What follows belongs to an exercise in optimizing a design on an open flow for small area; a production flow would make more cautious choices. Where RTL was checked, it was by simulation tests only, not by an equivalence proof against the original. Only the layout flow was run in run 2; the RTL was not checked for function there. Power figures rest on the tool's default switching activity, not on a simulated workload.

File: flow/config.mk
export PLATFORM = sky130hd
export DESIGN_NAME = regfile_wr_decode_64x32
export DESIGN_NICKNAME = regfile_wr_decode_64x32
export VERILOG_FILES = /design/flow/design.v
export SDC_FILE = /design/flow/constraint.sdc
export NUM_CORES = 4
export LEC_CHECK = 0
export CAP_MARGIN = 20
export CORE_MARGIN = 2
export CORE_UTILIZATION = 40
export SETUP_SLACK_MARGIN = 0.2
export SLEW_MARGIN = 20
File: flow/constraint.sdc
create_clock -name core_clock -period 6.0 [get_ports {clk}]
set_input_delay 1.2000 -clock core_clock [delete_from_list [all_inputs] [get_ports {clk}]]
set_output_delay 1.2000 -clock core_clock [all_outputs]
set_load 0.01 [all_outputs]
File: flow/design.v
module regfile_wr_decode_64x32 #(
    parameter int DATA_WIDTH = 64,
    parameter int NUM_REGS   = 32,
    parameter int ZERO_REG   = 31
) (
    input  logic                  clk,
    input  logic                  rst_n,
    input  logic                  RegWrite,
    input  logic [4:0]            WriteRegister,
    input  logic [DATA_WIDTH-1:0] WriteData,
    input  logic [4:0]            ReadRegister1,
    input  logic [4:0]            ReadRegister2,
    output logic [DATA_WIDTH-1:0] ReadData1,
    output logic [DATA_WIDTH-1:0] ReadData2
);
    logic [NUM_REGS-1:0]   wr_en;
    logic [DATA_WIDTH-1:0] rd_vec [NUM_REGS];
    logic                  byp1;
    logic                  byp2;
    logic [DATA_WIDTH-1:0] sel1;
    logic [DATA_WIDTH-1:0] sel2;
    always_comb begin
        wr_en = '0;
        for (int i = 0; i < NUM_REGS; i++) begin
            wr_en[i] = RegWrite && (WriteRegister == 5'(i)) && (i != ZERO_REG);
        end
    end
    for (genvar i = 0; i < NUM_REGS; i++) begin : g_reg
        if (i == ZERO_REG) begin : g_zero
            assign rd_vec[i] = '0;
        end else begin : g_store
            logic [DATA_WIDTH-1:0] reg_q;
            logic [DATA_WIDTH-1:0] reg_d;
            always_comb reg_d = wr_en[i] ? WriteData : reg_q;
            always_ff @(posedge clk or negedge rst_n) begin
                if (!rst_n) reg_q <= '0;
                else        reg_q <= reg_d;
            end
            assign rd_vec[i] = reg_q;
        end
    end
    function automatic logic [DATA_WIDTH-1:0] mux4(
        input logic [DATA_WIDTH-1:0] d0,
        input logic [DATA_WIDTH-1:0] d1,
        input logic [DATA_WIDTH-1:0] d2,
        input logic [DATA_WIDTH-1:0] d3,
        input logic [1:0]            s
    );
        case (s)
            2'd0:    mux4 = d0;
            2'd1:    mux4 = d1;
            2'd2:    mux4 = d2;
            default: mux4 = d3;
        endcase
    endfunction
    logic [DATA_WIDTH-1:0] l1_1 [8];
    logic [DATA_WIDTH-1:0] l1_2 [8];
    logic [DATA_WIDTH-1:0] l2_1 [2];
    logic [DATA_WIDTH-1:0] l2_2 [2];
    for (genvar g = 0; g < 8; g++) begin : g_l1
        assign l1_1[g] = mux4(rd_vec[4*g], rd_vec[4*g+1], rd_vec[4*g+2], rd_vec[4*g+3], ReadRegister1[1:0]);
        assign l1_2[g] = mux4(rd_vec[4*g], rd_vec[4*g+1], rd_vec[4*g+2], rd_vec[4*g+3], ReadRegister2[1:0]);
    end
    for (genvar h = 0; h < 2; h++) begin : g_l2
        assign l2_1[h] = mux4(l1_1[4*h], l1_1[4*h+1], l1_1[4*h+2], l1_1[4*h+3], ReadRegister1[3:2]);
        assign l2_2[h] = mux4(l1_2[4*h], l1_2[4*h+1], l1_2[4*h+2], l1_2[4*h+3], ReadRegister2[3:2]);
    end
    always_comb begin
        sel1 = ReadRegister1[4] ? l2_1[1] : l2_1[0];
        sel2 = ReadRegister2[4] ? l2_2[1] : l2_2[0];
        byp1 = RegWrite && (WriteRegister == ReadRegister1) && (WriteRegister != 5'(ZERO_REG));
        byp2 = RegWrite && (WriteRegister == ReadRegister2) && (WriteRegister != 5'(ZERO_REG));
    end
    assign ReadData1 = !rst_n ? '0 : (byp1 ? WriteData : sel1);
    assign ReadData2 = !rst_n ? '0 : (byp2 ? WriteData : sel2);
endmodule
File: flow/run.sh
#!/bin/bash
# synth_recipe.tcl (not shown) runs the flow's synth.tcl, then flattens the netlist and writes it again
# the make line also repeats each setting of config.mk as NAME=value (left out here)
make -C /OpenROAD-flow-scripts/flow DESIGN_CONFIG=/design/flow/config.mk WORK_HOME=/design/flow/orfs CLKGATE_MAP_FILE= SYNTH_SCRIPT=/design/flow/synth_recipe.tcl finish
==> results of run 1 <==
==> through the flow <==
| stage | area [um2] | hold WS (ns) |
|---|---|---|
| global route | 121000 | 0.234 |
| floorplan | 107000 | 0.491 |
| global placement | 114000 | 0.499 |
| detailed placement | 114000 | 0.508 |
| CTS | 121000 | 0.232 |
| finish | 121000 | 0.240 |
==> where the power goes <==
group	switching, W	internal [W]	total (W)
clock network	0.00579	0.00802	0.0138
logic	0.00345	0.00478	0.00823
registers	0.00195	0.0160	0.0180
total	0.0112	0.0288	0.0400
==> cell usage after synthesis, drive strengths merged, types with 3 or more instances <==
master      n
a21oi     128
nor2b       9
nor3       44
mux2     2122
inv         3
a211oi      5
clkbuf    460
a211o      16
a22oi       4
o22ai     177
nor4        4
nor3b       4
nand2      37
mux2i     521
o22a      105
a222oi     15
and3b       4
buf       397
mux4      638
o21ai     250
o221ai     16
a221oi    219
o32a        6
o211ai     52
nand3      22
o2111ai     3
nand2b     24
o2bb2ai    47
o21a       16
or3        19
xor2        6
nor2       93
a221o      45
dfrtp    1984
and2        3
a31oi      55
or2         7
==> how the worst min path moves through the flow <==
stage	cells after the start	endpoint	slack, ns
6_report	1	g_reg[18].g_store.reg_q[12]$_DFFE_PN0P_	0.24
5_1_grt	1	g_reg[18].g_store.reg_q[12]$_DFFE_PN0P_	0.23
4_1_cts	1	g_reg[23].g_store.reg_q[18]$_DFFE_PN0P_	0.23
3_5_place_dp	1	g_reg[18].g_store.reg_q[20]$_DFFE_PN0P_	0.51
3_3_place_gp	1	g_reg[18].g_store.reg_q[48]$_DFFE_PN0P_	0.50
2_1_floorplan	1	g_reg[10].g_store.reg_q[61]$_DFFE_PN0P_	0.49
==> logic make-up (layout without fill, tap and decap cells) <==
family | after synthesis | after routing | share of synthesized area (%)
AOI/OAI and AO/OA | 1164 | 1164 | 7.64
and+or+nand+nor | 276 | 276 | 1.28
buffers and inverters | 861 | 982 | 3.87
other | 0 | 8 | 0
xor gates and xnor gates | 8 | 8 | 0.0654
DFF | 1984 | 1984 | 46.3
muxes | 3281 | 3281 | 40.8
==> final cells by class <==
type / instances / area (um2)
Fill cell: 23300 / 144000
Clock inverter: 73 / 918
Inverter: 4 / 21.3
Timing Repair Buffer: 581 / 6270
Tap cell: 3533 / 4420
Multi-Input combinational cell: 4729 / 53700
Clock buffer: 324 / 6420
Antenna cell: 8 / 20.0
Sequential cell: 1984 / 49600
==> critical path, stage by stage <==
cell and delay (ns):
clkdlybuf4s50_1 0.75, nand2_1 0.12, o21a_1 0.26, o2111ai_4 0.27, buf_12 0.29, buf_4 0.39, o21ai_0 0.13, a21oi_1 0.45
clkdlybuf4s50_1 0.64
==> per-layer routing <==
layer	wire length (um)	track usage (%)	vias up
li1	-	-	29400
met1	153000	36.3	39600
met2	181000	44.7	3385
met3	28000	4.75	982
met4	20300	13.2	10
met5	67	0	-
==> what timing repair did <==
action / CTS / global route
endpoints found under the setup margin: 3 / 3
gates cloned: 0 / 0
buffers inserted: 0 / 0
pin swaps: 0 / 0
gates resized for setup: 3 / 3
==> metrics.csv, run 1 <==
stage,metric,value,unit
outcome,status,"complete, no violations",
floorplan,core_area,266000,um2
timing,maxSlewHeadroom,22.0,%
power,leakage,52.3,nW
synth,ys_types,61,
grt,grtUsageTotal,27.7,%
clocking,cts-root-buf,clkbuf_16,
final_layout,area_growth,13.4,%
final_layout,instances_no_fill,11200,
worst_setup_path,cp-endpoint,ReadData1[45],
worst_setup_path,cp_data_arrival_time,4.60,ns
detailed_routing,num_vias,73300,
power,vdd_drop_max,0.277,mV
final_layout,layout_common_cells,"2062 x mux2_2, 1984 x dfrtp_1, 638 x mux4_2, 521 x mux2i_1, 263 x buf_4",
detailed_routing,drc_errors,0,
synth,synth_edf_count,0,
timing,layout_setup_ws,0.199,ns
synth,async_flop_share,100,%
worst_setup_path,rr_worst_depth,1,
hold_path,hold_path_class,input pin to asynchronous set/reset pin,
place,io_buffers,209,
worst_setup_path,r2r_slack,5.18,ns
timing,tns,0,ns
final_layout,largest_register_ffs,1984,
floorplan,io_pins,210,
floorplan,dieArea,272000,um2
synth,ys.flop_type,dfrtp_1,
final_layout,regMostFlops,g.g_store.reg_q,
grt,grt_max_degree,149,
clocking,clk_pin_slew_worst_paths,0.06,ns
final_layout,nets,7597,
timing,fmax,0.172,GHz
final_layout,reg.largest.list,g.g_store.reg_q: 1984 flops,
place,place_inst,10800,
flow_run,cap_violations,0,
worst_setup_path,start_kind,input pin,
timing,fin_crit_sh,96.7,%
final_layout,post-route-util,45.7,%
synth,synth.net_count,7656,
clocking,clk_path_buf_depth,3,
floorplan,die_x,521,um
worst_setup_path,critPathKind,input pin to output pin,
place,pre_cts_ws,0.153,ns
synth,syn-cell-area,107000,um2
timing,tightest_slew,1.17,ns
worst_setup_path,reg2reg_from,g_reg[7].g_store.reg_q[6]$_DFFE_PN0P_,
clocking,h-tree-depth,4,
detailed_routing,via_per_inst,6.52,
timing,hold_violations,0,
place,place_hpwl,226000,um
detailed_routing,wl_per_cell,34.0,um
clocking,clock_sinks,1984,
synth,synth_top_area_share,46.3,%
grt,first_global_vias,75500,
floorplan,start_util,40.3,%
grt,grt_pass1_wl,551000,um
worst_setup_path,cp-end-kind,output pin,
place,place.gp.congestion,0.831,
worst_setup_path,worst_ep_required_time,4.80,ns
timing,rsz0062_at_grt,yes,
worst_setup_path,cp_max_fo,32,
final_layout,final_common_cell,mux2_2,
timing,skew,0,ns
clocking,cts_tree,yes,
timing,period_needed,5.80,ns
clocking,clock_latency,0.87,ns
power,p_per_area,329,nW/um2
floorplan,placementRows,189,
worst_setup_path,startpoint,WriteRegister[3],
detailed_routing,antenna_left,0,
floorplan,fp.dieH,521,um
synth,yosys.area.top_type,dfrtp_1,
synth,post_synth_inst_count,7574,
power,total_power,0.0400,W
timing,setup_viol,0,
grt,grt_antenna_before_repair,13,
detailed_routing,drt_pass1_iterations,6,
final_layout,layout-drive-gt1-share,46.4,%
synth,ys_warn_count,6,
timing,slew_violations,0,
synth,synth_seq_cells,1984,
worst_setup_path,r2r_end,g_reg[7].g_store.reg_q[6]$_DFFE_PN0P_,
synth,synth_area_leaders,"dfrtp_1 46%, mux2_2 22%, mux4_2 13%, mux2i_1 4.9%, a221oi_1 1.8%",
clocking,cts_buffers,215,
synth,avgSynthCellArea,14.1,um2
grt,grt_overflow_total,0,
clocking,hold_buffers,0,
detailed_routing,finalWirelength,382000,um
detailed_routing,drt-initial-drc-count,6947,
synth,ys_seq_area_share,46.3,%
==> run 2, diff against run 1 <==
==> flow/design.v (replaced) <==
module regfile_wr_decode_64x32 (
    input  logic        clk,
    input  logic        rst_n,
    input  logic        RegWrite,
    input  logic [4:0]  WriteRegister,
    input  logic [63:0] WriteData,
    input  logic [4:0]  ReadRegister1,
    input  logic [4:0]  ReadRegister2,
    output logic [63:0] ReadData1,
    output logic [63:0] ReadData2
);
    logic        p;
    logic [30:0] valid;
    logic [30:0] we;
    logic [30:0] hold;
    logic [63:0] wx;
    logic [31:0][63:0] s;
    always_comb begin
        for (int i = 0; i < 31; i++) begin
            we[i]   = RegWrite && (WriteRegister == 5'(i));
            hold[i] = !we[i];
        end
    end
    assign wx = WriteData ^ {64{p}};
    always_ff @(posedge clk or negedge rst_n)
        if (!rst_n) p <= 1'b0;
        else        p <= !p;
    always_ff @(posedge clk or negedge rst_n)
        if (!rst_n) valid <= '0;
        else        valid <= valid | we;
    for (genvar i = 0; i < 31; i++) begin : g_reg
        logic [63:0] q;
        logic [63:0] d;
        for (genvar b = 0; b < 64; b++) begin : g_bit
            rf_oai22 u_st (.a1(hold[i]), .a2(wx[b]), .b1(we[i]), .b2(q[b]), .y(d[b]));
        end
        always_ff @(posedge clk) q <= d;
        assign s[i] = q;
    end
    assign s[31] = wx;
    rf_rdport u_rd1 (.rst_n(rst_n), .p(p), .we(we), .hold(hold), .ra(ReadRegister1), .valid(valid), .s(s), .rd(ReadData1));
    rf_rdport u_rd2 (.rst_n(rst_n), .p(p), .we(we), .hold(hold), .ra(ReadRegister2), .valid(valid), .s(s), .rd(ReadData2));
endmodule
module rf_rdport (
    input  logic        rst_n,
    input  logic        p,
    input  logic [30:0] we,
    input  logic [30:0] hold,
    input  logic [4:0]  ra,
    input  logic [30:0] valid,
    input  logic [31:0][63:0] s,
    output logic [63:0] rd
);
    logic        byp;
    logic [31:0] g;
    logic        pp;
    always_comb begin
        byp = 1'b0;
        for (int i = 0; i < 31; i++) begin
            g[i] = rst_n && hold[i] && valid[i] && (ra == 5'(i));
            byp  = byp || (we[i] && (ra == 5'(i)));
        end
        g[31] = rst_n && byp;
        pp = p && (|g);
    end
    for (genvar b = 0; b < 64; b++) begin : g_bit
        logic [10:0] y;
        logic [2:0]  z;
        logic        n;
        for (genvar k = 0; k < 10; k++) begin : g_l1
            rf_aoi222 u_a (.a1(g[3*k]),   .a2(s[3*k][b]),
                           .b1(g[3*k+1]), .b2(s[3*k+1][b]),
                           .c1(g[3*k+2]), .c2(s[3*k+2][b]), .y(y[k]));
        end
        rf_aoi22 u_a10 (.a1(g[30]), .a2(s[30][b]), .b1(g[31]), .b2(s[31][b]), .y(y[10]));
        rf_nand4 u_n0 (.a(y[0]), .b(y[1]), .c(y[2]), .d(y[3]), .y(z[0]));
        rf_nand4 u_n1 (.a(y[4]), .b(y[5]), .c(y[6]), .d(y[7]), .y(z[1]));
        rf_nand3 u_n2 (.a(y[8]), .b(y[9]), .c(y[10]), .y(z[2]));
        rf_nor3  u_o  (.a(z[0]), .b(z[1]), .c(z[2]), .y(n));
        rf_xnor2 u_x  (.a(n), .b(pp), .y(rd[b]));
    end
endmodule
module rf_oai22 (input logic a1, a2, b1, b2, output logic y);
    assign y = !((a1 || a2) && (b1 || b2));
endmodule
module rf_aoi222 (input logic a1, a2, b1, b2, c1, c2, output logic y);
    assign y = !((a1 && a2) || (b1 && b2) || (c1 && c2));
endmodule
module rf_aoi22 (input logic a1, a2, b1, b2, output logic y);
    assign y = !((a1 && a2) || (b1 && b2));
endmodule
module rf_nand4 (input logic a, b, c, d, output logic y);
    assign y = !(a && b && c && d);
endmodule
module rf_nand3 (input logic a, b, c, output logic y);
    assign y = !(a && b && c);
endmodule
module rf_nor3 (input logic a, b, c, output logic y);
    assign y = !(a || b || c);
endmodule
module rf_xnor2 (input logic a, b, output logic y);
    assign y = !(a ^ b);
endmodule
==> flow/config.mk (replaced) <==
export PLATFORM = sky130hd
export DESIGN_NAME = regfile_wr_decode_64x32
export DESIGN_NICKNAME = regfile_wr_decode_64x32
export VERILOG_FILES = /design/flow/design.v
export SDC_FILE = /design/flow/constraint.sdc
export NUM_CORES = 4
export LEC_CHECK = 0
export CAP_MARGIN = 0
export CORE_MARGIN = 2
export CORE_UTILIZATION = 50
export CTS_BUF_LIST = sky130_fd_sc_hd__clkbuf_4 sky130_fd_sc_hd__clkbuf_8
export GPL_TIMING_DRIVEN = 0
export SETUP_SLACK_MARGIN = 0
export SLEW_MARGIN = 0
export SYNTH_HIERARCHICAL = 1
export SYNTH_MINIMUM_KEEP_SIZE = 0
==> run 2 against run 1 <==
  * The flow now stops in global routing (5_1_grt)
  * Synthesized area shrank 30%
  * Synthesized cell count is 14% lower
==> metrics.csv, run 2 <==
stage,metric,value,unit,change
outcome,lastStage,global routing (5_1_grt),,
synth,ys_top_cells_by_count,"1986 x o22ai_1, 1984 x dfxtp_1, 1280 x a222oi_1",,
synth,yosys.area.top_type,dfxtp_1,,
synth,avgSynthCellArea,11.5,um2,-19%
clocking,cts-root-buf,clkbuf_8,,
grt,grt_overflow_total,21,,
floorplan,fp.dieH,392,um,-25%
synth,synth_top_area_share,52.8,%,+6.5 points
synth,ys.flop_type,dfxtp_1,,
outcome,error,[ERROR GRT-0116] Global routing finished with congestion. Check the congestion regions in the DRC Viewer.,,
floorplan,placementRows,142,,-25%
place,place.gp.congestion,0.841,,+1.2%
synth,yosysMostFrequentCell,o22ai_1,,
clocking,clock_sinks,2016,,+1.6%
synth,ys_warn_count,8,,+2
place,pre_cts_ws,-2.37,ns,-2.52 ns
synth,synth_edf_count,0,,unchanged
place,place_hpwl,279000,um,+24%
grt,first_global_vias,93300,,
synth,synth_area_leaders,"dfxtp_1 53%, a222oi_1 17%, o22ai_1 17%, nand4_1 2.2%, a22oi_2 2.1%",,
clocking,h-tree-depth,5,,+1
outcome,status,did not finish,,
grt,grtUsageTotal,68.7,%,
floorplan,io_pins,210,,unchanged
place,io_buffers,205,,-1.9%
floorplan,die_x,392,um,-25%
grt,grt_max_degree,44,,
grt,grt_pass1_wl,751000,um,
synth,ys_types,58,,-4.9%
floorplan,start_util,50.3,%,+10 points
clocking,cts_buffers,343,,+60%
synth,ys_seq_area_share,53.9,%,+7.5 points
synth,post_synth_inst_count,6534,,-14%
synth,syn-cell-area,75200,um2,-30%
synth,async_flop_share,1.59,%,-98 points
clocking,clk_path_buf_depth,4,,+1
place,place_area,90300,um2,-21%
synth,synth_seq_cells,2016,,+1.6%
synth,synth.net_count,6616,,-14%
==> run 2: changes by cell type after synthesis, moves of 636 or more <==
cell      before   now
mux2_2      2062     2
dfxtp_1        0  1984
dfrtp_1     1984    32
o22ai_1      177  1986
a222oi_1      15  1280
mux4_2       638     2
==> run 2: kinds of logic after synthesis <==
kind of cell | Yosys count | synth area share (%)
AOI/OAI and AO/OA | 3459 | 36.3
xor gates and xnor gates | 192 | 2.24
buffers and inverters | 55 | 0.452
DFF | 2016 | 53.9
muxes | 14 | 0.223
and+or+nand+nor | 798 | 6.93
==> run 2: Yosys stat by module, one instance, submodules excluded, excerpt <==
module                   cell area [um2]  times used  cells inside  flops+latches
rf_rdport                            916           2           138              0
rf_aoi222                           10.0        1280             1              0
rf_oai22                            6.26        1984             1              0
rf_aoi22                            12.5         128             1              0
rf_nand4                            6.26         256             1              0
rf_xnor2                            8.76         128             1              0
regfile_wr_decode_64x32            41900           1          2226           2016
==> run 2: how the worst max path moves through the flow <==
stage                          start             to  slack (ns)  depth (start not counted)
floorplan           WriteRegister[0]   ReadData1[0]       -1.89                         10
global placement    WriteRegister[2]  ReadData2[24]      -12.06                         11
detailed placement  WriteRegister[4]  ReadData1[24]       -2.37                         13
CTS                 WriteRegister[1]  ReadData2[62]       -0.05                         20
==> run 2: power by group through the flow <==
| stage | clock network [W] | registers (W) | logic [W] |
|---|---|---|---|
| 2_1_floorplan | 0 | 0.0187 | 0.00297 |
| 3_3_place_gp | 0 | 0.0191 | 0.00434 |
| 3_5_place_dp | 0 | 0.0193 | 0.00480 |
| 4_1_cts | 0.0135 | 0.0192 | 0.00509 |
==> run 2: routing by layer <==
| layer | GRT usage, % | overflow |
|---|---|---|
| met5 | 32.1 | 0 |
| met4 | 58.8 | 8 |
| met3 | 53.6 | 3 |
| met2 | 81.8 | 7 |
| met1 | 74.3 | 3 |
==> run 2: repair_timing <==
| item | in CTS |
|---|---|
| hold buffers | 1 |
| pin swaps | 134 |
| setup buffers | 240 |
| gates resized for setup | 531 |
| cloned | 46 |
| setup endpoints to repair | 128 |
| hold endpoints to repair | 1 |
==> run 2: per-stage QoR <==
step	std cells	setup TNS, ns
floorplan	6534	-239.59
CTS	10100	-0.0816
global placement	8755	-2173.69
detailed placement	9190	-229.84

==> what the ideal ports hide <==
How much do the figures lean on ideal ports? The routed layout below was timed once more, with nothing changed but the port constraints.
Step 1 sets driving cells, clkbuf_16 on the clock port and buf_2 on the other inputs (assumed; they add their load-dependent delay and slew).
Step 2 times the ports against the registers' clock, not the clock port: input delays grow and output delays shrink by t, the midpoint of the rising clock arrivals with the driver on.
Three values: ideal, step 1, step 2; two values: the first two.
run: run 1
shift t [ns]: 0.970
setup WS [ns]: 0.199 / 0.166 / 0.166
worst hold slack (ns): 0.240 / 0.226 / 0.519
After both steps run 1 still meets setup and hold. For run 1, drivers alone change the setup slack by -0.033 ns; drivers and shift together by -0.033 ns.
